What follows belongs to an exercise in optimizing a design on an open flow for a short achievable clock period and few clock cycles per item; a production flow would make more cautious choices.
No functional check of the RTL was part of any run shown here.
Power is estimated from default activity; no workload was simulated.

File: design/flow/config.mk
export PLATFORM = sky130hd
export DESIGN_NAME = sliding_window_sender
export DESIGN_NICKNAME = sliding_window_sender
export VERILOG_FILES = /design/flow/design.v
export SDC_FILE = /design/flow/constraint.sdc
export NUM_CORES = 4
export LEC_CHECK = 0
export ABC_CLOCK_PERIOD_IN_PS = 2500
export CAP_MARGIN = 20
export CORE_MARGIN = 2
export CORE_UTILIZATION = 65
export CTS_CLUSTER_DIAMETER = 60
export CTS_CLUSTER_SIZE = 30
export PLACE_DENSITY = 0.75
export SETUP_SLACK_MARGIN = 5
export SLEW_MARGIN = 20
File: design/flow/constraint.sdc
create_clock -name core_clock -period 8.0 [get_ports {clock}]
set_input_delay 1.6000 -clock core_clock [delete_from_list [all_inputs] [get_ports {clock}]]
set_output_delay 1.6000 -clock core_clock [all_outputs]
set_load 0.01 [all_outputs]
File: design/flow/design.v
package swsnd_pkg;
   localparam logic [1:0] OP_START  = 2'd0;
   localparam logic [1:0] OP_ACK    = 2'd1;
   localparam logic [1:0] OP_HSDONE = 2'd2;
   localparam logic [1:0] OP_TICK   = 2'd3;
   localparam logic [2:0] EV_SEND      = 3'd0;
   localparam logic [2:0] EV_RESEND    = 3'd1;
   localparam logic [2:0] EV_HANDSHAKE = 3'd2;
   localparam logic [2:0] EV_EARLY     = 3'd3;
   localparam logic [2:0] EV_DONE      = 3'd4;
   localparam logic [1:0] PH_CLOSED   = 2'd0;
   localparam logic [1:0] PH_HANDSHK  = 2'd1;
   localparam logic [1:0] PH_TRANSFER = 2'd2;
   localparam int CMDQ_DEPTH = 2;
   localparam int CMDQ_AW    = 1;
   typedef struct packed {
      logic [15:0] packet_count;
      logic [10:0] last_len;
      logic [15:0] timeout_ticks;
   } cfg_type;
   typedef struct packed {
      logic [1:0]  op;
      logic [15:0] ack_seq;
      logic        seq_in_count;    
   } cmd_type;
   typedef struct packed {
      logic [2:0]  event_res;
      logic [15:0] packet_seq;
      logic [10:0] data_len;
   } result_type;
endpackage
module swsnd_front (
   input  logic        clock,
   input  logic        reset,
   input  logic        req_tvalid,
   output logic        req_tready,
   input  logic [1:0]  kind,
   input  logic [15:0] ack_seq,
   output logic        item_valid,
   output logic [1:0]  item_kind,
   output logic [15:0] item_seq,
   input  logic        item_take
);
   logic        main_valid_ff, skid_valid_ff;
   logic [1:0]  main_kind_ff, skid_kind_ff;
   logic [15:0] main_seq_ff, skid_seq_ff;
   logic        accept, main_free;
   assign req_tready = !skid_valid_ff;
   assign accept     = req_tvalid && !skid_valid_ff;
   assign main_free  = !main_valid_ff || item_take;
   always_ff @(posedge clock) begin
      if (reset) begin
         main_valid_ff <= 1'b0;
         skid_valid_ff <= 1'b0;
      end else begin
         if (main_free) begin
            main_valid_ff <= skid_valid_ff || accept;
            skid_valid_ff <= 1'b0;
         end else if (accept) begin
            skid_valid_ff <= 1'b1;
         end
      end
   end
   always_ff @(posedge clock) begin
      if (main_free) begin
         main_kind_ff <= skid_valid_ff ? skid_kind_ff : kind;
         main_seq_ff  <= skid_valid_ff ? skid_seq_ff  : ack_seq;
      end
      if (!skid_valid_ff) begin
         skid_kind_ff <= kind;
         skid_seq_ff  <= ack_seq;
      end
   end
   assign item_valid = main_valid_ff;
   assign item_kind  = main_kind_ff;
   assign item_seq   = main_seq_ff;
endmodule
module swsnd_cmdq #(
   parameter int W     = 8,
   parameter int DEPTH = 8
) (
   input  logic         clock,
   input  logic         reset,
   input  logic         write,
   input  logic         push,
   input  logic [W-1:0] push_data,
   output logic         full,
   input  logic         pop,
   output logic         not_empty,
   output logic [W-1:0] head
);
   localparam int AW = $clog2(DEPTH);
   logic [W-1:0]   entry_ff [DEPTH];
   logic [AW:0]    wr_ptr_ff, rd_ptr_ff;    
   logic [AW:0]    rd_next;
   logic [DEPTH:0] level_ff;                
   logic           give_back_ff;            
   logic           not_empty_ff;
   logic [1:0]     up;
   assign full      = level_ff[DEPTH];
   assign not_empty = not_empty_ff;
   assign head      = entry_ff[rd_ptr_ff[AW-1:0]];
   assign rd_next   = rd_ptr_ff + (AW+1)'(pop);
   assign up = 2'(write) - 2'(pop) - 2'(give_back_ff);
   always_ff @(posedge clock) begin
      if (reset) begin
         wr_ptr_ff    <= '0;
         rd_ptr_ff    <= '0;
         level_ff     <= (DEPTH+1)'(1);
         give_back_ff <= 1'b0;
         not_empty_ff <= 1'b0;
      end else begin
         if (push) wr_ptr_ff <= wr_ptr_ff + 1'b1;
         rd_ptr_ff    <= rd_next;
         give_back_ff <= write && !push;
         not_empty_ff <= push || rd_next != wr_ptr_ff;
         unique case (up)
            2'd1: level_ff <= {level_ff[DEPTH-1:0], 1'b0};
            2'd3: level_ff <= {1'b0, level_ff[DEPTH:1]};
            2'd2: level_ff <= {2'b0, level_ff[DEPTH:2]};
            default: ;
         endcase
      end
   end
   always_ff @(posedge clock) begin
      if (write) entry_ff[wr_ptr_ff[AW-1:0]] <= push_data;
   end
endmodule
module swsnd_back #(
   parameter int DW = 38
) (
   input  logic          clock,
   input  logic          reset,
   input  logic [15:0]   packet_count,
   input  logic [15:0]   pc_minus1,
   input  logic          pc_nonzero,
   input  logic [7:0]    pc_lo_onehot,
   input  logic [15:0]   timeout_ticks,
   input  logic [15:0]   to_minus1,
   input  logic          timeout_zero,
   input  logic          timeout_max,
   input  logic          item_valid,
   input  logic [1:0]    item_kind,
   input  logic [15:0]   item_seq,
   output logic          item_take,
   input  logic          q_full,
   output logic          q_write,
   output logic          q_push,
   output logic [DW-1:0] q_data
);
   localparam logic [1:0] PH_CLOSED   = 2'd0;
   localparam logic [1:0] PH_HANDSHK  = 2'd1;
   localparam logic [1:0] PH_TRANSFER = 2'd2;
   logic        x_valid_ff;
   logic [3:0]  x_kind_ff;             
   logic [15:0] x_seq_ff;
   logic [7:0]  x_lo_ff;               
   logic        x_lt_ff;               
   logic        x_e0_ff, x_e1_ff, x_e2_ff, x_z0_ff, x_z1_ff;
   logic        mv_carry_ff, mv_clear_ff;
   logic [1:0]  phase_ff, phase_in;
   logic [12:0] bh_ff, bh_in;          
   logic [13:0] bhp1_ff, bhp1_in;      
   logic [13:0] bhp2_ff, bhp2_in;      
   logic [2:0]  bl_ff, bl_in;          
   logic [7:0]  bloh_ff, bloh_in;      
   logic [7:0]  acked_ff, acked_in;
   logic [7:0]  outst_ff, outst_in;
   logic [15:0] age_ff [8];
   logic [15:0] age_in [8];
   logic [7:0]  ge_ff, ge_in;          
   logic [13:0] dist_ff, dist_in;      
   logic [6:0]  df_ff, df_in;          
   logic [6:0]  df_dec, df_pc;
   logic        proc, x_free;
   logic        hi0, hi1, inwin, ack_tr, slide, set_only;
   logic        is_start, is_hsdone, is_tick, clear, early;
   logic [7:0]  run_s, nlt_s, lt1_s, lt2_s, fire, hs_mask, bln_oh, abovebl;
   logic [7:0]  age_gep, age_get;
   logic [2:0]  bl_n;
   logic        carry, done, allrun;
   logic        lq0, lq1, lq2, dz, d1, d2, d3, dgt0, dgt1, dgt2, pml;
   logic [7:0]  lo_lt, lt0_s, ltc_s, needm;
   logic [7:0]  lo_lt_ff, hs_mask_ff, len_hs_ff;
   logic        done_pre, pc_top;
   logic [12:0] pc_hi, pm_hi;
   logic [2:0]  pc_lo, pm_lo;
   logic [7:0]  d_emask;
   logic        d_resend, d_sorder;
   logic [2:0]  d_bl;
   logic [12:0] d_hi;
   logic [7:0]  d_lenm;
   logic        d_tail;
   logic [2:0]  d_tail_ev;
   logic [7:0]  len_slide, len_tick, len_hs;
   assign pc_hi = packet_count[15:3];
   assign pc_lo = packet_count[2:0];
   assign pm_hi = pc_minus1[15:3];
   assign pm_lo = pc_minus1[2:0];
   always_ff @(posedge clock) begin
      for (int i = 0; i < 8; i++) begin
         lo_lt_ff[i]   <= 3'(i) < pc_lo;
         hs_mask_ff[i] <= pc_hi != '0 || 3'(i) < pc_lo;
         len_hs_ff[i]  <= pc_nonzero && pm_hi == 13'd0 && 3'(i) == pm_lo;
      end
   end
   assign proc      = x_valid_ff && !q_full;
   assign x_free    = !x_valid_ff || proc;
   assign item_take = item_valid && x_free;
   always_ff @(posedge clock) begin
      if (reset) begin
         x_valid_ff  <= 1'b0;
         mv_carry_ff <= 1'b0;
         mv_clear_ff <= 1'b0;
      end else begin
         if (x_free) x_valid_ff <= item_valid;
         if (proc) begin
            mv_carry_ff <= slide && carry;
            mv_clear_ff <= clear;
         end else if (x_free) begin
            mv_carry_ff <= 1'b0;
            mv_clear_ff <= 1'b0;
         end
      end
   end
   always_ff @(posedge clock) begin
      if (x_free) begin
         x_kind_ff <= 4'd1 << item_kind;
         x_seq_ff  <= item_seq;
         x_lo_ff   <= 8'd1 << item_seq[2:0];
         x_lt_ff   <= item_seq < packet_count;
         x_e0_ff   <= item_seq[15:3] == bh_ff;
         x_e1_ff   <= {1'b0, item_seq[15:3]} == bhp1_ff;
         x_e2_ff   <= {1'b0, item_seq[15:3]} == bhp2_ff;
         x_z0_ff   <= item_seq[15:3] == 13'd0;
         x_z1_ff   <= item_seq[15:3] == 13'd1;
      end
   end
   assign is_start  = proc && x_kind_ff[0];
   assign is_hsdone = proc && x_kind_ff[2] && phase_ff != PH_CLOSED;
   assign is_tick   = proc && x_kind_ff[3] && phase_ff != PH_CLOSED;
   assign clear     = is_start || is_hsdone;
   assign early     = proc && x_kind_ff[1] && phase_ff == PH_HANDSHK;
   assign hi0 = mv_clear_ff ? x_z0_ff : mv_carry_ff ? x_e1_ff : x_e0_ff;
   assign hi1 = mv_clear_ff ? x_z1_ff : mv_carry_ff ? x_e2_ff : x_e1_ff;
   always_comb begin
      for (int i = 0; i < 8; i++) abovebl[i] = 3'(i) >= bl_ff;
   end
   assign ack_tr   = proc && x_kind_ff[1] && phase_ff == PH_TRANSFER && x_lt_ff;
   assign inwin    = (hi0 && (x_lo_ff & abovebl) != '0) || (hi1 && (x_lo_ff & ~abovebl) != '0);
   assign slide    = ack_tr && hi0 && (x_lo_ff & bloh_ff) != '0;
   assign set_only = ack_tr && inwin;
   always_comb begin
      for (int i = 0; i < 8; i++) begin
         run_s[i] = 1'b0;
         for (int b = 0; b < 8; b++) begin
            logic t;
            t = bloh_ff[b];
            for (int m = 1; m < 8; m++) begin
               if (m <= ((i - b + 8) % 8)) t = t && acked_ff[(b + m) % 8];
            end
            run_s[i] = run_s[i] || t;
         end
      end
      allrun = &(acked_ff | bloh_ff);
      for (int i = 0; i < 8; i++) bln_oh[i] = allrun ? bloh_ff[i] : (run_s[(i + 7) % 8] && !run_s[i]);
   end
   always_comb begin
      bl_n = '0;
      for (int i = 0; i < 8; i++) if (bln_oh[i]) bl_n = bl_n | 3'(i);
   end
   assign carry  = run_s[7];
   function automatic logic [6:0] dflags(input logic [13:0] d);
      dflags = {$signed(d) > 14'sd2, $signed(d) > 14'sd1, $signed(d) > 14'sd0,
                d == 14'd3, d == 14'd2, d == 14'd1, d == 14'd0};
   endfunction
   assign df_pc  = dflags({1'b0, pc_hi});
   assign df_dec = {$signed(dist_ff) > 14'sd3, df_ff[6:5], dist_ff == 14'd4, df_ff[3:1]};
   assign {dgt2, dgt1, dgt0, d3, d2, d1, dz} = df_ff;
   assign pc_top   = d1 && (pc_lo_onehot & bloh_ff) != '0;     
   assign done_pre = (ltc_s & bloh_ff) != '0 && (nlt_s & bloh_ff) == '0;
   assign done     = done_pre && (needm & ~acked_ff) == '0 &&
                     (pc_top || (acked_ff & pc_lo_onehot) == '0);
   always_comb begin
      for (int i = 0; i < 8; i++) begin
         lt0_s[i] = dgt0 || (dz && lo_lt[i]);
         lt1_s[i] = dgt1 || (d1 && lo_lt[i]);
         lt2_s[i] = dgt2 || (d2 && lo_lt[i]);
         nlt_s[i] = abovebl[i] ? lt1_s[i] : lt2_s[i];
         ltc_s[i] = abovebl[i] ? lt0_s[i] : lt1_s[i];    
         needm[i] = ltc_s[i] && !bloh_ff[i];
      end
      lo_lt   = lo_lt_ff;
      hs_mask = hs_mask_ff;
   end
   always_comb begin
      for (int i = 0; i < 8; i++) begin
         fire[i]    = is_tick && outst_ff[i] && ge_ff[i] && !timeout_max;
         age_get[i] = age_ff[i] >= timeout_ticks;
         age_gep[i] = timeout_zero || age_ff[i] >= to_minus1;
      end
   end
   always_comb begin
      phase_in = phase_ff;
      bh_in    = bh_ff;
      bhp1_in  = bhp1_ff;
      bhp2_in  = bhp2_ff;
      bl_in    = bl_ff;
      bloh_in  = bloh_ff;
      acked_in = acked_ff;
      outst_in = outst_ff;
      dist_in  = proc ? dist_ff : {1'b0, pc_hi} - {1'b0, bh_ff};
      df_in    = proc ? df_ff : dflags(dist_ff);
      for (int i = 0; i < 8; i++) begin
         if (clear || (slide && run_s[i]) || fire[i]) begin
            age_in[i] = '0;
            ge_in[i]  = timeout_zero;
         end else if (is_tick && outst_ff[i]) begin
            age_in[i] = (age_ff[i] == 16'hFFFF) ? 16'hFFFF : age_ff[i] + 16'd1;
            ge_in[i]  = age_gep[i];
         end else begin
            age_in[i] = age_ff[i];
            ge_in[i]  = age_get[i];
         end
      end
      if (clear) begin
         phase_in = is_start ? PH_HANDSHK : PH_TRANSFER;
         bh_in    = '0;
         bhp1_in  = 14'd1;
         bhp2_in  = 14'd2;
         bl_in    = '0;
         bloh_in  = 8'd1;
         dist_in  = {1'b0, pc_hi};
         df_in    = df_pc;
         acked_in = '0;
         outst_in = is_start ? 8'd0 : hs_mask;
      end
      if (set_only) begin
         acked_in = acked_ff | x_lo_ff;
      end
      if (slide) begin
         if (done) phase_in = PH_CLOSED;
         bl_in   = bl_n;
         bloh_in = bln_oh;
         if (carry) begin
            bh_in   = bhp1_ff[12:0];
            bhp1_in = bhp2_ff;
            bhp2_in = bhp2_ff + 14'd1;
            dist_in = dist_ff - 14'd1;
            df_in   = df_dec;
         end
         acked_in = acked_ff & ~run_s;
         outst_in = (outst_ff & ~run_s) | (nlt_s & run_s);
      end
   end
   always_ff @(posedge clock) begin
      if (reset) phase_ff <= PH_CLOSED;
      else       phase_ff <= phase_in;
   end
   always_ff @(posedge clock) begin
      bh_ff    <= bh_in;
      bhp1_ff  <= bhp1_in;
      bhp2_ff  <= bhp2_in;
      bl_ff    <= bl_in;
      bloh_ff  <= bloh_in;
      acked_ff <= acked_in;
      outst_ff <= outst_in;
      ge_ff    <= ge_in;
      dist_ff  <= dist_in;
      df_ff    <= df_in;
      for (int i = 0; i < 8; i++) age_ff[i] <= age_in[i];
   end
   assign pml = pc_lo == 3'd0;
   assign len_hs = len_hs_ff;
   assign lq0 = pc_nonzero && (pml ? d1 : dz);
   assign lq1 = pc_nonzero && (pml ? d2 : d1);
   assign lq2 = pc_nonzero && (pml ? d3 : d2);
   always_comb begin
      for (int j = 0; j < 8; j++) begin
         len_slide[j] = (!abovebl[j] ? lq2 : lq1) && 3'(j) == pm_lo;
         len_tick[j]  = (!abovebl[j] ? lq1 : lq0) && 3'(j) == pm_lo;
      end
   end
   always_comb begin
      d_resend  = x_kind_ff[3];
      d_sorder  = x_kind_ff[1];
      d_bl      = (x_kind_ff[1] && phase_ff == PH_HANDSHK) ? x_seq_ff[2:0] :
                  x_kind_ff[2] ? 3'd0 : bl_ff;
      d_tail_ev = x_kind_ff[0] ? 3'd2 : (phase_ff == PH_HANDSHK) ? 3'd3 : 3'd4;
      if (x_kind_ff[1]) begin
         d_hi   = (phase_ff == PH_HANDSHK) ? x_seq_ff[15:3] : bhp1_ff[12:0];
         d_lenm = len_slide;
         d_emask = (phase_ff == PH_HANDSHK) ? 8'd0 : run_s & nlt_s;
         d_tail  = (phase_ff == PH_HANDSHK) || done;
      end else if (x_kind_ff[3]) begin
         d_hi    = bh_ff;
         d_lenm  = len_tick;
         d_emask = fire;
         d_tail  = 1'b0;
      end else begin
         d_hi    = '0;
         d_lenm  = len_hs;
         d_emask = x_kind_ff[2] ? hs_mask : 8'd0;
         d_tail  = x_kind_ff[0];
      end
      q_push = is_start || early || (is_hsdone && pc_nonzero) ||
               (slide && ((nlt_s & bloh_ff) != '0 || done)) || (fire != '0);
   end
   assign q_write = proc;
   assign q_data  = {d_emask, d_resend, d_sorder, d_bl, d_hi, d_lenm, d_tail, d_tail_ev};
endmodule
module swsnd_seq #(
   parameter int DW = 38
) (
   input  logic          clock,
   input  logic          reset,
   input  logic [15:0]   packet_count,
   input  logic [10:0]   last_len,
   input  logic          q_not_empty,
   input  logic [DW-1:0] q_head,
   output logic          q_pop,
   output logic          rsp_valid,
   input  logic          rsp_ready,
   output logic [2:0]    rsp_ev,
   output logic [15:0]   rsp_seq,
   output logic [10:0]   rsp_len,
   output logic          rsp_last
);
   logic [7:0]    q_emask;
   logic          q_resend, q_sorder;
   logic [2:0]    q_bl;
   logic [12:0]   q_hi;
   logic [7:0]    q_lenm;
   logic          q_tail;
   logic [2:0]    q_tail_ev;
   logic [7:0]    q_geb, q_ltb;
   logic          q_one;
   logic          c_one_ff;           
   logic          c_has_ff;           
   logic [7:0]    c_low_ff;           
   logic          c_valid_ff;
   logic [7:0]    c_emask_ff;
   logic          c_resend_ff;
   logic [7:0]    c_geb_ff, c_ltb_ff, c_lenm_ff;
   logic [12:0]   c_hi0_ff, c_hi1_ff;
   logic          c_tail_ff;
   logic [2:0]    c_tail_ev_ff;
   logic [15:0]   c_tail_seq_ff;
   logic [7:0]    low, rest;
   logic [2:0]    s;
   logic          has_pkt, wrap, lastlen, emit, finish, load;
   logic [30:0]   beat;
   logic          o_valid_ff, k_valid_ff;
   logic [30:0]   o_ff, k_ff;
   assign {q_emask, q_resend, q_sorder, q_bl, q_hi, q_lenm, q_tail, q_tail_ev} = q_head;
   always_comb begin
      for (int i = 0; i < 8; i++) begin
         q_ltb[i] = 3'(i) < q_bl;
         q_geb[i] = !q_sorder || !q_ltb[i];
      end
   end
   function automatic logic atmost1(input logic [7:0] m);
      logic seen, two;
      seen = 1'b0;
      two  = 1'b0;
      for (int i = 0; i < 8; i++) begin
         two  = two || (seen && m[i]);
         seen = seen || m[i];
      end
      atmost1 = !two;
   endfunction
   function automatic logic [7:0] lowest(input logic [7:0] m);
      logic seen;
      seen = 1'b0;
      for (int i = 0; i < 8; i++) begin
         lowest[i] = m[i] && !seen;
         seen      = seen || m[i];
      end
   endfunction
   assign q_one    = atmost1(q_emask);
   function automatic logic [7:0] next_beat(input logic [7:0] m, input logic [7:0] geb);
      next_beat = ((m & geb) != '0) ? lowest(m & geb) : lowest(m);
   endfunction
   always_comb begin
      low = c_low_ff;
      s = '0;
      for (int i = 0; i < 8; i++) if (low[i]) s = s | 3'(i);
   end
   assign rest    = c_emask_ff & ~low;
   assign has_pkt = c_has_ff;
   assign wrap    = (low & c_ltb_ff) != '0;
   assign lastlen = (low & c_lenm_ff) != '0;
   always_comb begin
      if (has_pkt) begin
         beat = {c_resend_ff ? 3'd1 : 3'd0, wrap ? c_hi1_ff : c_hi0_ff, s,
                 lastlen ? last_len : 11'd1024, c_one_ff && !c_tail_ff};
      end else begin
         beat = {c_tail_ev_ff, c_tail_seq_ff, 11'd0, 1'b1};
      end
   end
   assign emit   = c_valid_ff && !k_valid_ff;
   assign finish = emit && beat[0];
   assign load   = !c_valid_ff || finish;
   assign q_pop  = q_not_empty && load;
   always_ff @(posedge clock) begin
      if (reset) begin
         c_valid_ff <= 1'b0;
      end else if (load) begin
         c_valid_ff <= q_not_empty;
      end
   end
   always_ff @(posedge clock) begin
      if (load) begin
         c_emask_ff    <= q_emask;
         c_one_ff      <= q_one;
         c_has_ff      <= q_emask != '0;
         c_low_ff      <= next_beat(q_emask, q_geb);
         c_resend_ff   <= q_resend;
         c_geb_ff      <= q_geb;
         c_ltb_ff      <= q_ltb;
         c_lenm_ff     <= q_lenm;
         c_hi0_ff      <= q_hi;
         c_hi1_ff      <= q_hi + 13'd1;
         c_tail_ff     <= q_tail;
         c_tail_ev_ff  <= q_tail_ev;
         c_tail_seq_ff <= (q_tail_ev == 3'd3) ? {q_hi, q_bl} : packet_count;
      end else if (emit) begin
         c_emask_ff <= rest;
         c_one_ff   <= atmost1(rest);
         c_has_ff   <= !c_one_ff;
         c_low_ff   <= next_beat(rest, c_geb_ff);
      end
   end
   always_ff @(posedge clock) begin
      if (reset) begin
         o_valid_ff <= 1'b0;
         k_valid_ff <= 1'b0;
      end else if (!o_valid_ff || rsp_ready) begin
         o_valid_ff <= k_valid_ff || emit;
         k_valid_ff <= 1'b0;
      end else if (emit) begin
         k_valid_ff <= 1'b1;
      end
   end
   always_ff @(posedge clock) begin
      if (!o_valid_ff || rsp_ready) o_ff <= k_valid_ff ? k_ff : beat;
      if (!k_valid_ff) k_ff <= beat;
   end
   assign rsp_valid = o_valid_ff;
   assign {rsp_ev, rsp_seq, rsp_len, rsp_last} = o_ff;
endmodule
module sliding_window_sender #(
   parameter int WINDOW_SLOTS  = 8,
   parameter int PAYLOAD_BYTES = 1024
) (
   input  logic        clock,
   input  logic        reset,
   input  logic        req_tvalid,
   output logic        req_tready,
   input  logic [15:0] req_tdata,    
   input  logic [1:0]  req_tuser,    
   output logic        rsp_tvalid,
   input  logic        rsp_tready,
   output logic [31:0] rsp_tdata,    
   output logic [2:0]  rsp_tuser,    
   output logic        rsp_tlast,    
   input  logic        csr_we,
   input  logic [1:0]  csr_index,
   input  logic [15:0] csr_wdata
);
   localparam int DW = 38;
   localparam int QDEPTH = 8;
   logic [15:0] packet_count_ff, timeout_ff, pcm1_ff, tom1_ff;
   logic [7:0]  pcl_oh_ff;
   logic [10:0] last_len_ff;
   logic        pc_nz_ff, tmax_ff, tzero_ff;
   logic          item_valid, item_take;
   logic [1:0]    item_kind;
   logic [15:0]   item_seq;
   logic          q_full, q_write, q_push, q_pop, q_not_empty;
   logic [DW-1:0] q_data, q_head;
   logic [15:0]   rsp_seq;
   logic [10:0]   rsp_len;
   always_ff @(posedge clock) begin
      if (reset) begin
         packet_count_ff <= 16'd1;
         last_len_ff     <= 11'd1024;
         timeout_ff      <= 16'd100;
      end else if (csr_we) begin
         if (csr_index == 2'd0) packet_count_ff <= csr_wdata;
         if (csr_index == 2'd1) last_len_ff     <= csr_wdata[10:0];
         if (csr_index == 2'd2) timeout_ff      <= csr_wdata;
      end
   end
   always_ff @(posedge clock) begin
      pcm1_ff  <= packet_count_ff - 16'd1;
      pc_nz_ff <= packet_count_ff != '0;
      tmax_ff  <= timeout_ff == 16'hFFFF;
      tzero_ff <= timeout_ff == 16'd0;
      tom1_ff  <= timeout_ff - 16'd1;
      pcl_oh_ff <= 8'd1 << packet_count_ff[2:0];
   end
   swsnd_front u_front (
      .clock      (clock),
      .reset      (reset),
      .req_tvalid (req_tvalid),
      .req_tready (req_tready),
      .kind       (req_tuser),
      .ack_seq    (req_tdata),
      .item_valid (item_valid),
      .item_kind  (item_kind),
      .item_seq   (item_seq),
      .item_take  (item_take)
   );
   swsnd_back #(.DW(DW)) u_back (
      .clock         (clock),
      .reset         (reset),
      .packet_count  (packet_count_ff),
      .timeout_ticks (timeout_ff),
      .pc_minus1     (pcm1_ff),
      .pc_nonzero    (pc_nz_ff),
      .pc_lo_onehot  (pcl_oh_ff),
      .to_minus1     (tom1_ff),
      .timeout_zero  (tzero_ff),
      .timeout_max   (tmax_ff),
      .item_valid    (item_valid),
      .item_kind     (item_kind),
      .item_seq      (item_seq),
      .item_take     (item_take),
      .q_full        (q_full),
      .q_write       (q_write),
      .q_push        (q_push),
      .q_data        (q_data)
   );
   swsnd_cmdq #(.W(DW), .DEPTH(QDEPTH)) u_cmdq (
      .clock     (clock),
      .reset     (reset),
      .write     (q_write),
      .push      (q_push),
      .push_data (q_data),
      .full      (q_full),
      .pop       (q_pop),
      .not_empty (q_not_empty),
      .head      (q_head)
   );
   swsnd_seq #(.DW(DW)) u_seq (
      .clock       (clock),
      .reset       (reset),
      .packet_count(packet_count_ff),
      .last_len    (last_len_ff),
      .q_not_empty (q_not_empty),
      .q_head      (q_head),
      .q_pop       (q_pop),
      .rsp_valid   (rsp_tvalid),
      .rsp_ready   (rsp_tready),
      .rsp_ev      (rsp_tuser),
      .rsp_seq     (rsp_seq),
      .rsp_len     (rsp_len),
      .rsp_last    (rsp_tlast)
   );
   assign rsp_tdata = {5'd0, rsp_len, rsp_seq};
endmodule
File: design/flow/run.sh
#!/bin/bash
# synth_recipe.tcl (not shown) runs the flow's synth.tcl, then flattens the netlist and writes it again
# the make line also repeats each setting of config.mk as NAME=value (left out here)
make -C /OpenROAD-flow-scripts/flow DESIGN_CONFIG=/design/flow/config.mk WORK_HOME=/design/flow/orfs CLKGATE_MAP_FILE= SYNTH_SCRIPT=/design/flow/synth_recipe.tcl finish
==> results of run 1 <==
## state kept, by name, summed over array words and instances, names as in the netlist, 9 cells and up, named ones only
register / cells
u_back.age_ff: 128
packet_count_ff: 16
u_front.skid_seq_ff: 16
u_cmdq.entry_ff: 304
u_front.main_seq_ff: 16
last_len_ff: 11
u_cmdq.level_ff: 9
u_back.bhp1_ff: 14
u_back.x_seq_ff: 16
tom1_ff: 16
pcm1_ff: 16
u_seq.c_tail_seq_ff: 16
u_back.bh_ff: 13
u_back.bhp2_ff: 14
u_seq.o_ff: 31
timeout_ff: 16
u_seq.c_hi0_ff: 13
u_seq.c_hi1_ff: 13
u_seq.k_ff: 31
u_back.dist_ff: 14
## critical path, stage by stage (launching register included)
cell and delay [ns]:
edfxtp_1 0.53, buf_4 0.23, nor3_4 0.35, mux2i_1 0.35, a221oi_1 0.20, a211o_1 0.33
nor3_1 0.34, nor2_1 0.10, a21oi_2 0.36
## kinds of logic after synthesis
group / count (synthesis) / share of synthesized area
flops: 886 / 0.518
mux: 193 / 0.0680
simple gates: 1179 / 0.130
xor+xnor: 170 / 0.0339
fa+ha+maj: 313 / 0.0895
buf+inv: 308 / 0.0291
other cells: 1 / 0.0000854
compound gates: 924 / 0.132
## routing by layer
layer  track usage  share of wire  vias to the layer above
li1              -              -                    14900
met1         0.477           0.43                    15800
met2         0.515           0.45                     1487
met3        0.0512          0.088                      235
met4         0.109          0.033                        2
met5             0        0.00013                        -
## Yosys cell counts (all sizes together) (81+ instances only)
library cell	number	area [sq um]
inv	133	499
nor2	267	1010
nand2	346	1300
xnor2	81	709
a21o	101	758
a21oi	285	1430
edfxtp	501	15000
nand4	89	557
o21ai	231	1160
clkbuf	126	474
ha	310	3880
dfxtp	385	7710
nand3	137	686
xor2	89	780
## repair_timing
item | CTS | global route
endpoints found under the setup margin | 406 | 111
pin swaps | 1 | 4
setup buffers | 19 | 13
gates resized for setup | 100 | 41
hold buffers | 0 | 0
gates cloned | 1 | 0
## through the flow
step | hold slack (ns) | std cells
2_1_floorplan | 0.363 | 3978
3_3_place_gp | 0.444 | 4793
3_5_place_dp | 0.453 | 4794
4_1_cts | 0.473 | 4922
5_1_grt | 0.494 | 4935
6_report | 0.473 | 4935
## power by group
group          switching, mW  internal [mW]  total, mW
combinational           1.27          0.937       2.21
sequential             0.266           5.34       5.60
clock                   1.79           1.61       3.40
total                   3.33           7.88       11.2
## path summary, 6_finish.rpt
check        slack [ns]                   from                    end
min                0.47  u_front.main_valid_ff      u_back.x_valid_ff
max reg2reg        4.99        u_back.bl_ff[2]  u_cmdq.entry_ff[3][3]
max                4.99        u_back.bl_ff[2]  u_cmdq.entry_ff[3][3]
min reg2reg        0.47  u_front.main_valid_ff      u_back.x_valid_ff
## cell usage in the layout (no fill, tap or decap), types with 80 or more instances in the layout
cell type  Yosys  final
a21o_1       101    101
a21oi_1      284    277
dfxtp_1      385    375
edfxtp_1     501    501
ha_1         310    310
inv_1        128    126
nand2_1      346    345
nand3_1      137    135
nand4_1       89     89
nor2_1       265    260
o21ai_0      211    199
xnor2_1       81     80
xor2_1        89     89
## layout make-up
type | count | area share
multi-input cells | 2784 | 0.420
well taps | 873 | 0.0226
repair buffers | 147 | 0.0299
inverters | 137 | 0.0112
flip-flops and latches | 886 | 0.472
clock inverters | 42 | 0.0119
clock buffers | 66 | 0.0322
==> flow_summary.yaml, run 1 <==
outcome:
  outcome: "finished clean"
floorplanning:
  dieArea_sq_um: 69700
  rows: 95
  core_region_area_sq_um: 67000
  io_pins: 79
  initial_core_util: 0.655
  die_width_um: 264
  fp.dieH_um: 264
synthesis:
  syn_area_per_cell_sq_um: 11.1
  synthesis.area_sq_um: 43900
  synth-seq-cells: 886
  synth_warnings: 7
  ys_types: 94
  syn_inst: 3974
  ys.flop_type: "edfxtp_1"
  synth_edf_count: 501
  async_reset_ff_frac: 0
  yosysSeqAreaShare: 0.518
route:
  drc_errors: 0
  wl_per_cell_um: 23.7
  ant_nets: 0
  first_pass_iters: 6
  routed_via_density: 6.57
  drtIter0Drc: 3795
  num_vias: 32400
  drt-total-wl_um: 117000
worst_hold_path:
  hp-class: "reg -> reg"
  holdPathStages: 2
worst_setup_path:
  cp-end-kind: "flip-flop"
  worstSetupPathType: "reg -> reg"
  worstPathArrival_ns: 3.42
  cp_max_fo: 8
  critPathRequiredTime_ns: 8.42
  r2r_cells: 8
  cp-start-kind: "flip-flop"
flow_run:
  max_cap_violations: 0
finish:
  multi_input_area_sq_um: 20300
  finalInstanceArea_sq_um: 48200
  syn_to_final_growth_pct: 9.85
  nets: 4366
  diodes: 0
  regArea_sq_um: 22800
  fillers: 4753
  utilization: 0.720
  drive_gt1_frac: 0.101
placement:
  port_buffers: 73
  preCtsSetupSlack_ns: 4.14
  gp_congestion: 0.961
  dp_hpwl_um: 77700
  place_area_sq_um: 45400
global_routing:
  grtUsageTotal: 0.330
  grt_max_degree: 74
  grt_pass1_vias: 30300
  antenna_found_initial: 3
  grt_overflow: 0
  grt_pass1_wl_um: 178000
sta:
  min_period_ns: 3.01
  layout_setup_ws_ns: 4.99
  fin_skew_ns: 0.0338
  setup_viol_count_final: 0
  fin_setup_tns_ns: 0
  final-hold-violation-count: 0
  max_slew_margin: 0.276
  max_freq_mhz: 332
  worstMarginPinSlew_ns: 1.08
  min_period_over_period: 0.376
  rsz0062_at_grt: "no"
  drv_slew: 0
clock_tree:
  cts_sinks: 886
  cts.path.max_buffers: 3
  clk_latency_ns: 0.67
  clockRootBuffer: "clkbuf_16"
  cts_buffers: 57
  clk_pin_slew_ns: 0.09
  cts_max_level: 2
  cts_tree: "built"
pwr:
  cellLeakagePower_nw: 18.5
  p_per_area_nw_per_um2: 232
  power.total_mw: 11.2
  ir_worst_vdd_mv: 0.195
==> run 2, diff against run 1 <==
==> design/flow/flow/run.sh (new file) <==
#!/bin/bash
set -euo pipefail
bash standard.sh SETUP_SLACK_MARGIN=5.4 \
  "BUFFER_PORTS_ARGS=-buffer_cell sky130_fd_sc_hd__buf_4" \
  finish > run_standard.log 2>&1
==> design/flow/standard.sh (new file) <==
#!/bin/bash
# synth_recipe.tcl (not shown) runs the flow's synth.tcl, then flattens the netlist and writes it again
# the make line also repeats each setting of config.mk as NAME=value (left out here)
make -C /OpenROAD-flow-scripts/flow DESIGN_CONFIG=/design/flow/config.mk WORK_HOME=/design/flow/orfs CLKGATE_MAP_FILE= SYNTH_SCRIPT=/design/flow/synth_recipe.tcl "${@:-finish}"
--- a/design/flow/config.mk
+++ b/design/flow/config.mk
@@ -9,8 +9,5 @@
 export CAP_MARGIN = 20
 export CORE_MARGIN = 2
 export CORE_UTILIZATION = 65
-export CTS_CLUSTER_DIAMETER = 60
-export CTS_CLUSTER_SIZE = 30
 export PLACE_DENSITY = 0.75
-export SETUP_SLACK_MARGIN = 5
 export SLEW_MARGIN = 20
removed: design/flow/run.sh
==> flow_summary.yaml, run 2 <==
global_routing:
  grt_overflow: 0
  grt_max_degree: 89
  grt_pass1_wl_um: 185000
  grt_pass1_vias: 31700
  grtUsageTotal: 0.345
  antenna_found_initial: 2
worst_setup_path:
  worstPathArrival_ns: 3.43
  r2r_end: "u_seq.c_low_ff[6]"
  cp-end-kind: "flip-flop"
  critPathRequiredTime_ns: 8.46
  r2r_start: "u_cmdq.rd_ptr_ff[0]"
  worstSetupPathType: "reg -> reg"
  r2r_slack_ns: 5.03
  cp_max_fo: 8
  cp-start-kind: "flip-flop"
  r2r_cells: 12
floorplanning:
  core_region_area_sq_um: 67000
  fp.dieH_um: 264
  io_pins: 79
  rows: 95
  die_width_um: 264
  initial_core_util: 0.655
  dieArea_sq_um: 69700
sta:
  max_freq_mhz: 336
  min_period_ns: 2.97
  final-hold-violation-count: 0
  min_period_over_period: 0.371
  rsz0062_at_grt: "yes"
  layout_setup_ws_ns: 5.03
  worstMarginPinSlew_ns: 1.03
  setup_viol_count_final: 0
  drv_slew: 0
  fin_skew_ns: 0.0380
  fin_setup_tns_ns: 0
  fin_hold_ws_ns: 0.468
  max_slew_margin: 0.312
finish:
  utilization: 0.765
  final_cells: 5117
  layout_commonest_cell: "edfxtp_1"
  final_cell_mix: "edfxtp_1 (501), dfxtp_1 (366), nand2_1 (337)"
  drive_gt1_frac: 0.178
  nets: 4518
  largest_register_ff_count: 304
  finalInstanceArea_sq_um: 51300
  syn_to_final_growth_pct: 16.7
  diodes: 0
synthesis:
  synth_top_cell_area_share: 0.343
  async_reset_ff_frac: 0
  synthesis.area_sq_um: 43900
  yosysSeqAreaShare: 0.518
  synthTopCellsByArea: "edfxtp_1 (34%), dfxtp_1 (18%), ha_1 (8.8%), mux4_2 (3.8%), a21oi_1 (3.2%)"
  synth_area_leader_cell: "edfxtp_1"
  syn_inst: 3974
  ys_types: 94
  synth-seq-cells: 886
  synth_warnings: 7
  syn_area_per_cell_sq_um: 11.1
  synth_commonest_cells: "edfxtp_1 (501), dfxtp_1 (385), nand2_1 (346), ha_1 (310), a21oi_1 (284)"
  ys.flop_type: "edfxtp_1"
  synth_edf_count: 501
  yosysMostFrequentCell: "edfxtp_1"
pwr:
  power_frac_comb: 0.209
  seqPwrFrac: 0.442
  p_int_mw: 9.12
  cellLeakagePower_nw: 19.9
  power.total_mw: 12.8
  p_clk_frac: 0.349
  ir_worst_vdd_mv: 0.189
  switching_power_mw: 3.64
  p_per_area_nw_per_um2: 249
  swShare: 0.285
clock_tree:
  cts_buffers: 91
  cts_hold_buf: 0
  clk_pin_slew_ns: 0.06
  cts_sinks: 886
  cts_max_level: 3
  cts_tree: "built"
  clockRootBuffer: "clkbuf_16"
  clk_latency_ns: 0.66
  cts.path.max_buffers: 3
worst_hold_path:
  min_from: "u_seq.k_ff[0]"
  holdPathEnd: "u_seq.k_ff[0]"
  hp-class: "reg -> reg"
  holdPathStages: 2
route:
  first_pass_iters: 8
  ant_nets: 0
  num_vias: 34200
  routed_via_density: 6.69
  wl_per_cell_um: 25.0
  drtIter0Drc: 4269
  drc_errors: 0
  drt-total-wl_um: 128000
placement:
  dp_cells: 4790
  dp_hpwl_um: 77300
  preCtsSetupSlack_ns: 3.94
  port_buffers: 73
  gp_congestion: 0.968
  place_area_sq_um: 45300
outcome:
  outcome: "finished clean"
flow_run:
  max_cap_violations: 0
run 2: power by group through the flow:
stage / Combinational, mW / Clock (mW) / Sequential [mW]
finish: 2.66 / 4.46 / 5.65
global route: 2.85 / 4.66 / 5.68
CTS: 2.38 / 4.47 / 5.62
detailed placement: 2.03 / 0 / 5.74
global placement: 1.99 / 0 / 5.72
floorplan: 1.55 / 0 / 5.62
run 2: worst max-delay path by stage:
stage,start,depth (start not counted),slack [ns],endpoint
after CTS,u_front.skid_valid_ff,3,5.13,req_tready
after detailed placement,u_back.x_kind_ff[1],9,3.94,u_back.dist_ff[12]
after floorplan,u_cmdq.level_ff[8],4,5.18,u_cmdq.entry_ff[2][0]
after global placement,u_back.x_kind_ff[1],9,4.09,u_back.dist_ff[12]
final,u_cmdq.rd_ptr_ff[0],12,5.03,u_seq.c_low_ff[6]
after global routing,u_cmdq.rd_ptr_ff[0],12,4.95,u_seq.c_low_ff[6]
run 2: final cells by class:
type | count | area (sq um)
inverters | 137 | 559
repair buffers | 261 | 2610
flip-flops and latches | 886 | 22800
clock inverters | 47 | 583
clock buffers | 125 | 2580
well taps | 873 | 1090
fillers | 4296 | 15800
multi-input cells | 2788 | 21100
run 2: per-layer routing:
layer / vias up / GRT usage / wire (um)
met5: - / 0 / 29
met4: 4 / 0.139 / 6210
met3: 472 / 0.0606 / 13300
met2: 2072 / 0.547 / 58700
met1: 16400 / 0.476 / 49900
li1: 15300 / - / -
run 2: kinds of logic after synthesis:
| logic type | after synthesis | synth area share |
|---|---|---|
| AO/OA/AOI/OAI | 924 | 0.132 |
| XOR/XNOR | 170 | 0.0339 |
| adder cells (fa/ha/maj) | 313 | 0.0895 |
| buffers and inverters | 308 | 0.0291 |
| flip-flops | 886 | 0.518 |
| multiplexers | 193 | 0.0680 |
| other | 1 | 0.0000854 |
| AND/OR/NAND/NOR | 1179 | 0.130 |
run 2: critical path: stages, from the launching register on:
cell     delay, ns
dfxtp_4       0.40
buf_12        0.11
buf_12        0.13
mux4_2        0.54
mux2i_4       0.22
buf_4         0.16
buf_6         0.09
buf_4         0.13
and3_4        0.19
nand4_1       0.24
a21oi_2       0.21
a21oi_1       0.05
o31ai_1       0.29
run 2: repair_timing:
item,4_1_cts,5_1_grt
endpoints found under the setup margin,736,353
hold endpoints to repair,0,0
cloned,7,4
buffers inserted,77,67
resized for setup,178,174
pin swaps,22,48
==> run 3, diff against run 2 <==
--- a/design/flow/design.v
+++ b/design/flow/design.v
@@ -41,39 +41,28 @@
    output logic [15:0] item_seq,
    input  logic        item_take
 );
-   logic        main_valid_ff, skid_valid_ff;
-   logic [1:0]  main_kind_ff, skid_kind_ff;
-   logic [15:0] main_seq_ff, skid_seq_ff;
-   logic        accept, main_free;
+   logic        skid_valid_ff;
+   logic [1:0]  skid_kind_ff;
+   logic [15:0] skid_seq_ff;
    assign req_tready = !skid_valid_ff;
-   assign accept     = req_tvalid && !skid_valid_ff;
-   assign main_free  = !main_valid_ff || item_take;
+   assign item_valid = skid_valid_ff || req_tvalid;
+   assign item_kind  = skid_valid_ff ? skid_kind_ff : kind;
+   assign item_seq   = skid_valid_ff ? skid_seq_ff  : ack_seq;
    always_ff @(posedge clock) begin
       if (reset) begin
-         main_valid_ff <= 1'b0;
          skid_valid_ff <= 1'b0;
-      end else begin
-         if (main_free) begin
-            main_valid_ff <= skid_valid_ff || accept;
-            skid_valid_ff <= 1'b0;
-         end else if (accept) begin
-            skid_valid_ff <= 1'b1;
-         end
+      end else if (skid_valid_ff) begin
+         if (item_take) skid_valid_ff <= 1'b0;
+      end else if (req_tvalid && !item_take) begin
+         skid_valid_ff <= 1'b1;
       end
    end
    always_ff @(posedge clock) begin
-      if (main_free) begin
-         main_kind_ff <= skid_valid_ff ? skid_kind_ff : kind;
-         main_seq_ff  <= skid_valid_ff ? skid_seq_ff  : ack_seq;
-      end
       if (!skid_valid_ff) begin
          skid_kind_ff <= kind;
          skid_seq_ff  <= ack_seq;
       end
    end
-   assign item_valid = main_valid_ff;
-   assign item_kind  = main_kind_ff;
-   assign item_seq   = main_seq_ff;
 endmodule
 module swsnd_cmdq #(
    parameter int W     = 8,
@@ -127,7 +116,7 @@
    end
 endmodule
 module swsnd_back #(
-   parameter int DW = 38
+   parameter int DW = 46
 ) (
    input  logic          clock,
    input  logic          reset,
@@ -135,6 +124,11 @@
    input  logic [15:0]   pc_minus1,
    input  logic          pc_nonzero,
    input  logic [7:0]    pc_lo_onehot,
+   input  logic [7:0]    pc_lo_less,      
+   input  logic [7:0]    hsdone_mask,     
+   input  logic [7:0]    hsdone_len,      
+   input  logic          pc_write,        
+   input  logic [15:0]   pc_wdata,
    input  logic [15:0]   timeout_ticks,
    input  logic [15:0]   to_minus1,
    input  logic          timeout_zero,
@@ -155,7 +149,6 @@
    logic [3:0]  x_kind_ff;             
    logic [15:0] x_seq_ff;
    logic [7:0]  x_lo_ff;               
-   logic        x_lt_ff;               
    logic        x_e0_ff, x_e1_ff, x_e2_ff, x_z0_ff, x_z1_ff;
    logic        mv_carry_ff, mv_clear_ff;
    logic [1:0]  phase_ff, phase_in;
@@ -164,6 +157,7 @@
    logic [13:0] bhp2_ff, bhp2_in;      
    logic [2:0]  bl_ff, bl_in;          
    logic [7:0]  bloh_ff, bloh_in;      
+   logic [7:0]  abovebl, geb_in;       
    logic [7:0]  acked_ff, acked_in;
    logic [7:0]  outst_ff, outst_in;
    logic [15:0] age_ff [8];
@@ -175,17 +169,19 @@
    logic        proc, x_free;
    logic        hi0, hi1, inwin, ack_tr, slide, set_only;
    logic        is_start, is_hsdone, is_tick, clear, early;
-   logic [7:0]  run_s, nlt_s, lt1_s, lt2_s, fire, hs_mask, bln_oh, abovebl;
+   logic [7:0]  run_s, nlt_s, lt1_s, lt2_s, fire, hs_mask, bln_oh;
    logic [7:0]  age_gep, age_get;
    logic [2:0]  bl_n;
    logic        carry, done, allrun;
    logic        lq0, lq1, lq2, dz, d1, d2, d3, dgt0, dgt1, dgt2, pml;
    logic [7:0]  lo_lt, lt0_s, ltc_s, needm;
-   logic [7:0]  lo_lt_ff, hs_mask_ff, len_hs_ff;
-   logic        done_pre, pc_top;
+   logic [13:0] bhp3, new_hi;
+   logic [6:0]  df_new;
+   logic        pc_wrote_ff;           
+   logic        done_pre, pc_top, base_lt;
    logic [12:0] pc_hi, pm_hi;
    logic [2:0]  pc_lo, pm_lo;
-   logic [7:0]  d_emask;
+   logic [7:0]  d_emask, d_first;
    logic        d_resend, d_sorder;
    logic [2:0]  d_bl;
    logic [12:0] d_hi;
@@ -193,17 +189,11 @@
    logic        d_tail;
    logic [2:0]  d_tail_ev;
    logic [7:0]  len_slide, len_tick, len_hs;
+   logic [7:0]  fire_any, first_fire;
    assign pc_hi = packet_count[15:3];
    assign pc_lo = packet_count[2:0];
    assign pm_hi = pc_minus1[15:3];
    assign pm_lo = pc_minus1[2:0];
-   always_ff @(posedge clock) begin
-      for (int i = 0; i < 8; i++) begin
-         lo_lt_ff[i]   <= 3'(i) < pc_lo;
-         hs_mask_ff[i] <= pc_hi != '0 || 3'(i) < pc_lo;
-         len_hs_ff[i]  <= pc_nonzero && pm_hi == 13'd0 && 3'(i) == pm_lo;
-      end
-   end
    assign proc      = x_valid_ff && !q_full;
    assign x_free    = !x_valid_ff || proc;
    assign item_take = item_valid && x_free;
@@ -228,7 +218,6 @@
          x_kind_ff <= 4'd1 << item_kind;
          x_seq_ff  <= item_seq;
          x_lo_ff   <= 8'd1 << item_seq[2:0];
-         x_lt_ff   <= item_seq < packet_count;
          x_e0_ff   <= item_seq[15:3] == bh_ff;
          x_e1_ff   <= {1'b0, item_seq[15:3]} == bhp1_ff;
          x_e2_ff   <= {1'b0, item_seq[15:3]} == bhp2_ff;
@@ -243,13 +232,11 @@
    assign early     = proc && x_kind_ff[1] && phase_ff == PH_HANDSHK;
    assign hi0 = mv_clear_ff ? x_z0_ff : mv_carry_ff ? x_e1_ff : x_e0_ff;
    assign hi1 = mv_clear_ff ? x_z1_ff : mv_carry_ff ? x_e2_ff : x_e1_ff;
-   always_comb begin
-      for (int i = 0; i < 8; i++) abovebl[i] = 3'(i) >= bl_ff;
-   end
-   assign ack_tr   = proc && x_kind_ff[1] && phase_ff == PH_TRANSFER && x_lt_ff;
+   assign ack_tr   = proc && x_kind_ff[1] && phase_ff == PH_TRANSFER;
    assign inwin    = (hi0 && (x_lo_ff & abovebl) != '0) || (hi1 && (x_lo_ff & ~abovebl) != '0);
-   assign slide    = ack_tr && hi0 && (x_lo_ff & bloh_ff) != '0;
-   assign set_only = ack_tr && inwin;
+   assign base_lt  = dgt0 || (dz && (lo_lt & bloh_ff) != '0);    
+   assign slide    = ack_tr && hi0 && (x_lo_ff & bloh_ff) != '0 && base_lt;
+   assign set_only = ack_tr && inwin && (x_lo_ff & ltc_s) != '0;
    always_comb begin
       for (int i = 0; i < 8; i++) begin
          run_s[i] = 1'b0;
@@ -275,6 +262,10 @@
                 d == 14'd3, d == 14'd2, d == 14'd1, d == 14'd0};
    endfunction
    assign df_pc  = dflags({1'b0, pc_hi});
+   assign new_hi = {1'b0, pc_wdata[15:3]};
+   assign bhp3   = bhp2_ff + 14'd1;
+   assign df_new = {new_hi > bhp2_ff, new_hi > bhp1_ff, new_hi > {1'b0, bh_ff},
+                    new_hi == bhp3, new_hi == bhp2_ff, new_hi == bhp1_ff, new_hi == {1'b0, bh_ff}};
    assign df_dec = {$signed(dist_ff) > 14'sd3, df_ff[6:5], dist_ff == 14'd4, df_ff[3:1]};
    assign {dgt2, dgt1, dgt0, d3, d2, d1, dz} = df_ff;
    assign pc_top   = d1 && (pc_lo_onehot & bloh_ff) != '0;     
@@ -290,8 +281,17 @@
          ltc_s[i] = abovebl[i] ? lt0_s[i] : lt1_s[i];    
          needm[i] = ltc_s[i] && !bloh_ff[i];
       end
-      lo_lt   = lo_lt_ff;
-      hs_mask = hs_mask_ff;
+      lo_lt   = pc_lo_less;
+      hs_mask = hsdone_mask;
+   end
+   always_comb begin
+      logic seen;
+      seen = 1'b0;
+      for (int i = 0; i < 8; i++) begin
+         fire_any[i]   = outst_ff[i] && ge_ff[i];
+         first_fire[i] = fire_any[i] && !seen;
+         seen          = seen || fire_any[i];
+      end
    end
    always_comb begin
       for (int i = 0; i < 8; i++) begin
@@ -307,10 +307,11 @@
       bhp2_in  = bhp2_ff;
       bl_in    = bl_ff;
       bloh_in  = bloh_ff;
+      geb_in   = abovebl;
       acked_in = acked_ff;
       outst_in = outst_ff;
       dist_in  = proc ? dist_ff : {1'b0, pc_hi} - {1'b0, bh_ff};
-      df_in    = proc ? df_ff : dflags(dist_ff);
+      df_in    = proc ? df_ff : pc_write ? df_new : pc_wrote_ff ? df_ff : dflags(dist_ff);
       for (int i = 0; i < 8; i++) begin
          if (clear || (slide && run_s[i]) || fire[i]) begin
             age_in[i] = '0;
@@ -330,6 +331,7 @@
          bhp2_in  = 14'd2;
          bl_in    = '0;
          bloh_in  = 8'd1;
+         geb_in   = 8'hFF;
          dist_in  = {1'b0, pc_hi};
          df_in    = df_pc;
          acked_in = '0;
@@ -342,6 +344,7 @@
          if (done) phase_in = PH_CLOSED;
          bl_in   = bl_n;
          bloh_in = bln_oh;
+         for (int i = 0; i < 8; i++) geb_in[i] = (bln_oh & ~(8'hFE << i)) != '0;
          if (carry) begin
             bh_in   = bhp1_ff[12:0];
             bhp1_in = bhp2_ff;
@@ -363,15 +366,17 @@
       bhp2_ff  <= bhp2_in;
       bl_ff    <= bl_in;
       bloh_ff  <= bloh_in;
+      abovebl  <= geb_in;
       acked_ff <= acked_in;
       outst_ff <= outst_in;
       ge_ff    <= ge_in;
       dist_ff  <= dist_in;
       df_ff    <= df_in;
+      pc_wrote_ff <= pc_write;
       for (int i = 0; i < 8; i++) age_ff[i] <= age_in[i];
    end
    assign pml = pc_lo == 3'd0;
-   assign len_hs = len_hs_ff;
+   assign len_hs = hsdone_len;
    assign lq0 = pc_nonzero && (pml ? d1 : dz);
    assign lq1 = pc_nonzero && (pml ? d2 : d1);
    assign lq2 = pc_nonzero && (pml ? d3 : d2);
@@ -391,26 +396,29 @@
          d_hi   = (phase_ff == PH_HANDSHK) ? x_seq_ff[15:3] : bhp1_ff[12:0];
          d_lenm = len_slide;
          d_emask = (phase_ff == PH_HANDSHK) ? 8'd0 : run_s & nlt_s;
+         d_first = bloh_ff;
          d_tail  = (phase_ff == PH_HANDSHK) || done;
       end else if (x_kind_ff[3]) begin
          d_hi    = bh_ff;
          d_lenm  = len_tick;
          d_emask = fire;
+         d_first = first_fire;
          d_tail  = 1'b0;
       end else begin
          d_hi    = '0;
          d_lenm  = len_hs;
          d_emask = x_kind_ff[2] ? hs_mask : 8'd0;
+         d_first = 8'd1;
          d_tail  = x_kind_ff[0];
       end
       q_push = is_start || early || (is_hsdone && pc_nonzero) ||
                (slide && ((nlt_s & bloh_ff) != '0 || done)) || (fire != '0);
    end
    assign q_write = proc;
-   assign q_data  = {d_emask, d_resend, d_sorder, d_bl, d_hi, d_lenm, d_tail, d_tail_ev};
+   assign q_data  = {d_emask, d_first, d_resend, d_sorder, d_bl, d_hi, d_lenm, d_tail, d_tail_ev};
 endmodule
 module swsnd_seq #(
-   parameter int DW = 38
+   parameter int DW = 46
 ) (
    input  logic          clock,
    input  logic          reset,
@@ -426,7 +434,7 @@
    output logic [10:0]   rsp_len,
    output logic          rsp_last
 );
-   logic [7:0]    q_emask;
+   logic [7:0]    q_emask, q_first;
    logic          q_resend, q_sorder;
    logic [2:0]    q_bl;
    logic [12:0]   q_hi;
@@ -452,7 +460,7 @@
    logic [30:0]   beat;
    logic          o_valid_ff, k_valid_ff;
    logic [30:0]   o_ff, k_ff;
-   assign {q_emask, q_resend, q_sorder, q_bl, q_hi, q_lenm, q_tail, q_tail_ev} = q_head;
+   assign {q_emask, q_first, q_resend, q_sorder, q_bl, q_hi, q_lenm, q_tail, q_tail_ev} = q_head;
    always_comb begin
       for (int i = 0; i < 8; i++) begin
          q_ltb[i] = 3'(i) < q_bl;
@@ -514,7 +522,7 @@
          c_emask_ff    <= q_emask;
          c_one_ff      <= q_one;
          c_has_ff      <= q_emask != '0;
-         c_low_ff      <= next_beat(q_emask, q_geb);
+         c_low_ff      <= q_first;
          c_resend_ff   <= q_resend;
          c_geb_ff      <= q_geb;
          c_ltb_ff      <= q_ltb;
@@ -568,10 +576,11 @@
    input  logic [1:0]  csr_index,
    input  logic [15:0] csr_wdata
 );
-   localparam int DW = 38;
+   localparam int DW = 46;
    localparam int QDEPTH = 8;
    logic [15:0] packet_count_ff, timeout_ff, pcm1_ff, tom1_ff;
-   logic [7:0]  pcl_oh_ff;
+   logic [7:0]  pcl_oh_ff, lo_lt_ff, hs_mask_ff, len_hs_ff;
+   logic        pc_wr;
    logic [10:0] last_len_ff;
    logic        pc_nz_ff, tmax_ff, tzero_ff;
    logic          item_valid, item_take;
@@ -581,25 +590,42 @@
    logic [DW-1:0] q_data, q_head;
    logic [15:0]   rsp_seq;
    logic [10:0]   rsp_len;
+   assign pc_wr = csr_we && csr_index == 2'd0;
    always_ff @(posedge clock) begin
       if (reset) begin
          packet_count_ff <= 16'd1;
+         pcm1_ff         <= 16'd0;
+         pc_nz_ff        <= 1'b1;
+         pcl_oh_ff       <= 8'b0000_0010;
+         lo_lt_ff        <= 8'b0000_0001;
+         hs_mask_ff      <= 8'b0000_0001;
+         len_hs_ff       <= 8'b0000_0001;
          last_len_ff     <= 11'd1024;
          timeout_ff      <= 16'd100;
+         tom1_ff         <= 16'd99;
+         tzero_ff        <= 1'b0;
+         tmax_ff         <= 1'b0;
       end else if (csr_we) begin
-         if (csr_index == 2'd0) packet_count_ff <= csr_wdata;
-         if (csr_index == 2'd1) last_len_ff     <= csr_wdata[10:0];
-         if (csr_index == 2'd2) timeout_ff      <= csr_wdata;
+         if (csr_index == 2'd0) begin
+            packet_count_ff <= csr_wdata;
+            pcm1_ff         <= csr_wdata - 16'd1;
+            pc_nz_ff        <= csr_wdata != '0;
+            pcl_oh_ff       <= 8'd1 << csr_wdata[2:0];
+            for (int i = 0; i < 8; i++) begin
+               lo_lt_ff[i]   <= 3'(i) < csr_wdata[2:0];
+               hs_mask_ff[i] <= csr_wdata[15:3] != '0 || 3'(i) < csr_wdata[2:0];
+               len_hs_ff[i]  <= csr_wdata == 16'(i + 1);    
+            end
+         end
+         if (csr_index == 2'd1) last_len_ff <= csr_wdata[10:0];
+         if (csr_index == 2'd2) begin
+            timeout_ff <= csr_wdata;
+            tom1_ff    <= csr_wdata - 16'd1;
+            tzero_ff   <= csr_wdata == 16'd0;
+            tmax_ff    <= csr_wdata == 16'hFFFF;
+         end
       end
    end
-   always_ff @(posedge clock) begin
-      pcm1_ff  <= packet_count_ff - 16'd1;
-      pc_nz_ff <= packet_count_ff != '0;
-      tmax_ff  <= timeout_ff == 16'hFFFF;
-      tzero_ff <= timeout_ff == 16'd0;
-      tom1_ff  <= timeout_ff - 16'd1;
-      pcl_oh_ff <= 8'd1 << packet_count_ff[2:0];
-   end
    swsnd_front u_front (
       .clock      (clock),
       .reset      (reset),
@@ -620,6 +646,11 @@
       .pc_minus1     (pcm1_ff),
       .pc_nonzero    (pc_nz_ff),
       .pc_lo_onehot  (pcl_oh_ff),
+      .pc_lo_less    (lo_lt_ff),
+      .hsdone_mask   (hs_mask_ff),
+      .hsdone_len    (len_hs_ff),
+      .pc_write      (pc_wr),
+      .pc_wdata      (csr_wdata),
       .to_minus1     (tom1_ff),
       .timeout_zero  (tzero_ff),
       .timeout_max   (tmax_ff),
==> design/flow/run.sh (new file) <==
#!/bin/bash
# synth_recipe.tcl (not shown) runs the flow's synth.tcl, then flattens the netlist and writes it again
# the make line also repeats each setting of config.mk as NAME=value (left out here)
make -C /OpenROAD-flow-scripts/flow DESIGN_CONFIG=/design/flow/config.mk WORK_HOME=/design/flow/orfs CLKGATE_MAP_FILE= SYNTH_SCRIPT=/design/flow/synth_recipe.tcl finish
--- a/design/flow/config.mk
+++ b/design/flow/config.mk
@@ -10,4 +10,5 @@
 export CORE_MARGIN = 2
 export CORE_UTILIZATION = 65
 export PLACE_DENSITY = 0.75
+export SETUP_SLACK_MARGIN = 5
 export SLEW_MARGIN = 20
removed: design/flow/flow/run.sh
removed: design/flow/standard.sh
==> flow_summary.yaml, run 3 <==
synthesis:
  synth_area_leader_cell: "edfxtp_1"
  synth_top_family_by_area: "simple AND/OR/NAND/NOR gates"
  syn_area_per_cell_sq_um: 11.0
  synth_xor_area_frac: 0.0312
  synth_simple_gate_area_share: 0.136
  yosysMostFrequentCell: "edfxtp_1"
  synth_warnings: 7
  synthAdderAreaFrac: 0.0892
  synth-compound-area-share: 0.127
  yosysSeqAreaShare: 0.507
  synthTopCellsByArea: "edfxtp_1 (35%), dfxtp_1 (16%), ha_1 (8.8%), mux4_2 (4.4%), a21oi_1 (3.2%)"
  synth_top_cell_area_share: 0.351
  ys_types: 104
  synthesis.area_sq_um: 47400
  synth_mux_area_frac: 0.0776
  async_reset_ff_frac: 0
  synth_commonest_cells: "edfxtp_1 (553), nand2_1 (394), dfxtp_1 (371), nor2_1 (349), ha_1 (332)"
  syn_inst: 4312
  synth_edf_count: 553
  ys.flop_type: "edfxtp_1"
  synth-seq-cells: 924
sta:
  worstMarginPinSlew_ns: 1.19
  setup_viol_count_final: 0
  max_freq_mhz: 330
  min_period_ns: 3.03
  fin_skew_ns: 0.0590
  fin_setup_tns_ns: 0
  min_period_over_period: 0.378
  layout_setup_ws_ns: 4.97
  max_slew_margin: 0.201
  rsz0062_at_grt: "yes"
  drv_slew: 0
  final-hold-violation-count: 0
floorplanning:
  core_region_area_sq_um: 71900
  die_width_um: 274
  initial_core_util: 0.659
  dieArea_sq_um: 75000
  fp.dieH_um: 274
  rows: 98
  io_pins: 79
worst_setup_path:
  cp-end-kind: "flip-flop"
  worstPathArrival_ns: 3.50
  worstSetupPathType: "reg -> reg"
  crit_chain: "mux2_4 -> a221oi_2 -> o2111ai_1 -> nor4_2 -> and2_1 -> nor2b_1 -> a2bb2oi_4"
  r2r_cells: 7
  cp_max_fo: 11
  cpMaxStageDelayCell: "dfxtp_1"
  max_stage_delay_ns: 0.51
  critPathRequiredTime_ns: 8.47
  cp-start-kind: "flip-flop"
global_routing:
  grt_max_degree: 92
  grt_overflow: 0
  use_met2: 0.572
  grt_pass1_vias: 34100
  grtUsageTotal: 0.370
  grt_pass1_wl_um: 210000
  top_usage_layer: "met2"
  use_met3: 0.0730
  use_met1: 0.520
  antenna_found_initial: 4
pwr:
  ir_worst_vdd_mv: 0.215
  p_per_area_nw_per_um2: 235
  power.total_mw: 12.5
  cellLeakagePower_nw: 19.8
clock_tree:
  clk_latency_ns: 0.70
  cts_tree: "built"
  cts.path.max_buffers: 3
  cts_sinks: 924
  cts_max_level: 3
  cts_buffers: 96
  clockRootBuffer: "clkbuf_16"
  clk_pin_slew_ns: 0.06
route:
  drtIter0Drc: 4167
  num_vias: 36400
  routed_via_density: 6.70
  ant_nets: 0
  first_pass_iters: 8
  drc_errors: 0
  wl_per_cell_um: 25.9
  drt-total-wl_um: 141000
finish:
  final_cell_mix: "edfxtp_1 (553), nand2_1 (394), dfxtp_1 (363)"
  drive_gt1_frac: 0.129
  finalInstanceArea_sq_um: 53100
  layout_commonest_cell: "edfxtp_1"
  fillers: 4961
  nets: 4768
  utilization: 0.739
  syn_to_final_growth_pct: 12.1
  largest_register_ff_count: 368
placement:
  preCtsSetupSlack_ns: 3.71
  place_area_sq_um: 48900
  gp_congestion: 1.01
  port_buffers: 73
  dp_hpwl_um: 89400
worst_hold_path:
  holdPathStages: 2
  hp-class: "reg -> reg"
outcome:
  outcome: "finished clean"
flow_run:
  max_cap_violations: 0
-- run 3: cell types whose count changed in the layout (fill, tap and decap cells not counted), sizes merged, moves of 23 or more --
cell and delta:
dlygate4sd2 +33, a21o -44, nand3 +23, buf -134, xnor2 +25, nor2 +83, edfxtp +52, nand2 +48
xor2 -26
-- run 3: worst paths after layout --
kind / start / endpoint / slack, ns
hold / removal: timeout_ff[14] / timeout_ff[14] / 0.46
setup / recovery: u_back.df_ff[0] / u_cmdq.entry_ff[2][3] / 4.97
setup reg to reg: u_back.df_ff[0] / u_cmdq.entry_ff[2][3] / 4.97
hold reg to reg: timeout_ff[14] / timeout_ff[14] / 0.46
-- run 3: kinds of logic after synthesis --
family	after synthesis
compound gates	941
xor+xnor	169
fa+ha+maj	337
buf+inv	361
flops	924
mux	242
other cells	2
simple gates	1336
-- run 3: per-layer routing --
| metal | vias to the layer above | wire [um] |
|---|---|---|
| met5 | - | 54 |
| met4 | 4 | 5330 |
| met3 | 348 | 15700 |
| met2 | 2029 | 63000 |
| met1 | 17700 | 56300 |
| li1 | 16300 | - |
-- run 3: layout make-up --
type,instances,area (sq um),area share
Multi-Input combinational cell,3035,22500,0.424
Clock buffer,137,2740,0.0515
Antenna cell,1,2.50,0.0000471
Clock inverter,44,449,0.00846
Inverter,155,593,0.0112
Timing Repair Buffer,181,1590,0.0300
Tap cell,950,1190,0.0224
Sequential cell,924,24100,0.453
-- run 3: worst max-delay path, delay by kind of cell (launching register included) --
| family | cells | cell delay (ns) |
|---|---|---|
| AND/OR/NAND/NOR | 3 | 0.96 |
| AO/OA/AOI/OAI | 3 | 0.99 |
| flip-flops | 1 | 0.51 |
| multiplexers | 1 | 0.36 |
-- run 3: power by group --
part / switching (mW) / internal [mW]
Combinational: 1.22 / 0.883
Clock: 1.96 / 2.56
Sequential: 0.296 / 5.54
-- run 3: stage by stage --
stage | hold WS [ns] | cells
final | 0.456 | 5427
after global routing | 0.481 | 5427
after CTS | 0.454 | 5389
after detailed placement | 0.446 | 5183
after global placement | 0.442 | 5183
after floorplan | 0.431 | 4316
-- run 3: timing repair --
action | in CTS | in global routing
setup buffers | 21 | 35
cloned | 4 | 0
resized for setup | 142 | 87
setup endpoints to repair | 499 | 252
pin swaps | 6 | 16
hold buffers | 0 | 0

==> afterwards: timing with drivers on the ports <==
No port has a modelled driver above. Below, the same layouts with a new extraction and two added sets of constraints. Step 1: set_driving_cell puts a clkbuf_16 on clock and a buf_2 on each other input, an assumption about the parent block. Step 2 times the ports against the registers' clock, not the clock port: input delays grow and output delays shrink by t, the midpoint of the rising clock arrivals with the driver on. Three values: ideal, step 1, step 2; two values: the first two.
| run | shift t [ns] | setup WS [ns] | pins driven straight from the clock port |
|---|---|---|---|
| run 1 | 0.716 | 4.992 / 4.978 / 4.636 | 1 |
| run 2 | 0.717 | 5.028 / 5.028 / 4.947 | 1 |
| run 3 | 0.740 | 4.972 / 4.972 / 4.318 | 1 |
After both steps setup and hold are still met in every run listed. The setup slack of run 3, which loses most, moves by 0.000 ns with the drivers and by -0.654 ns with both steps.
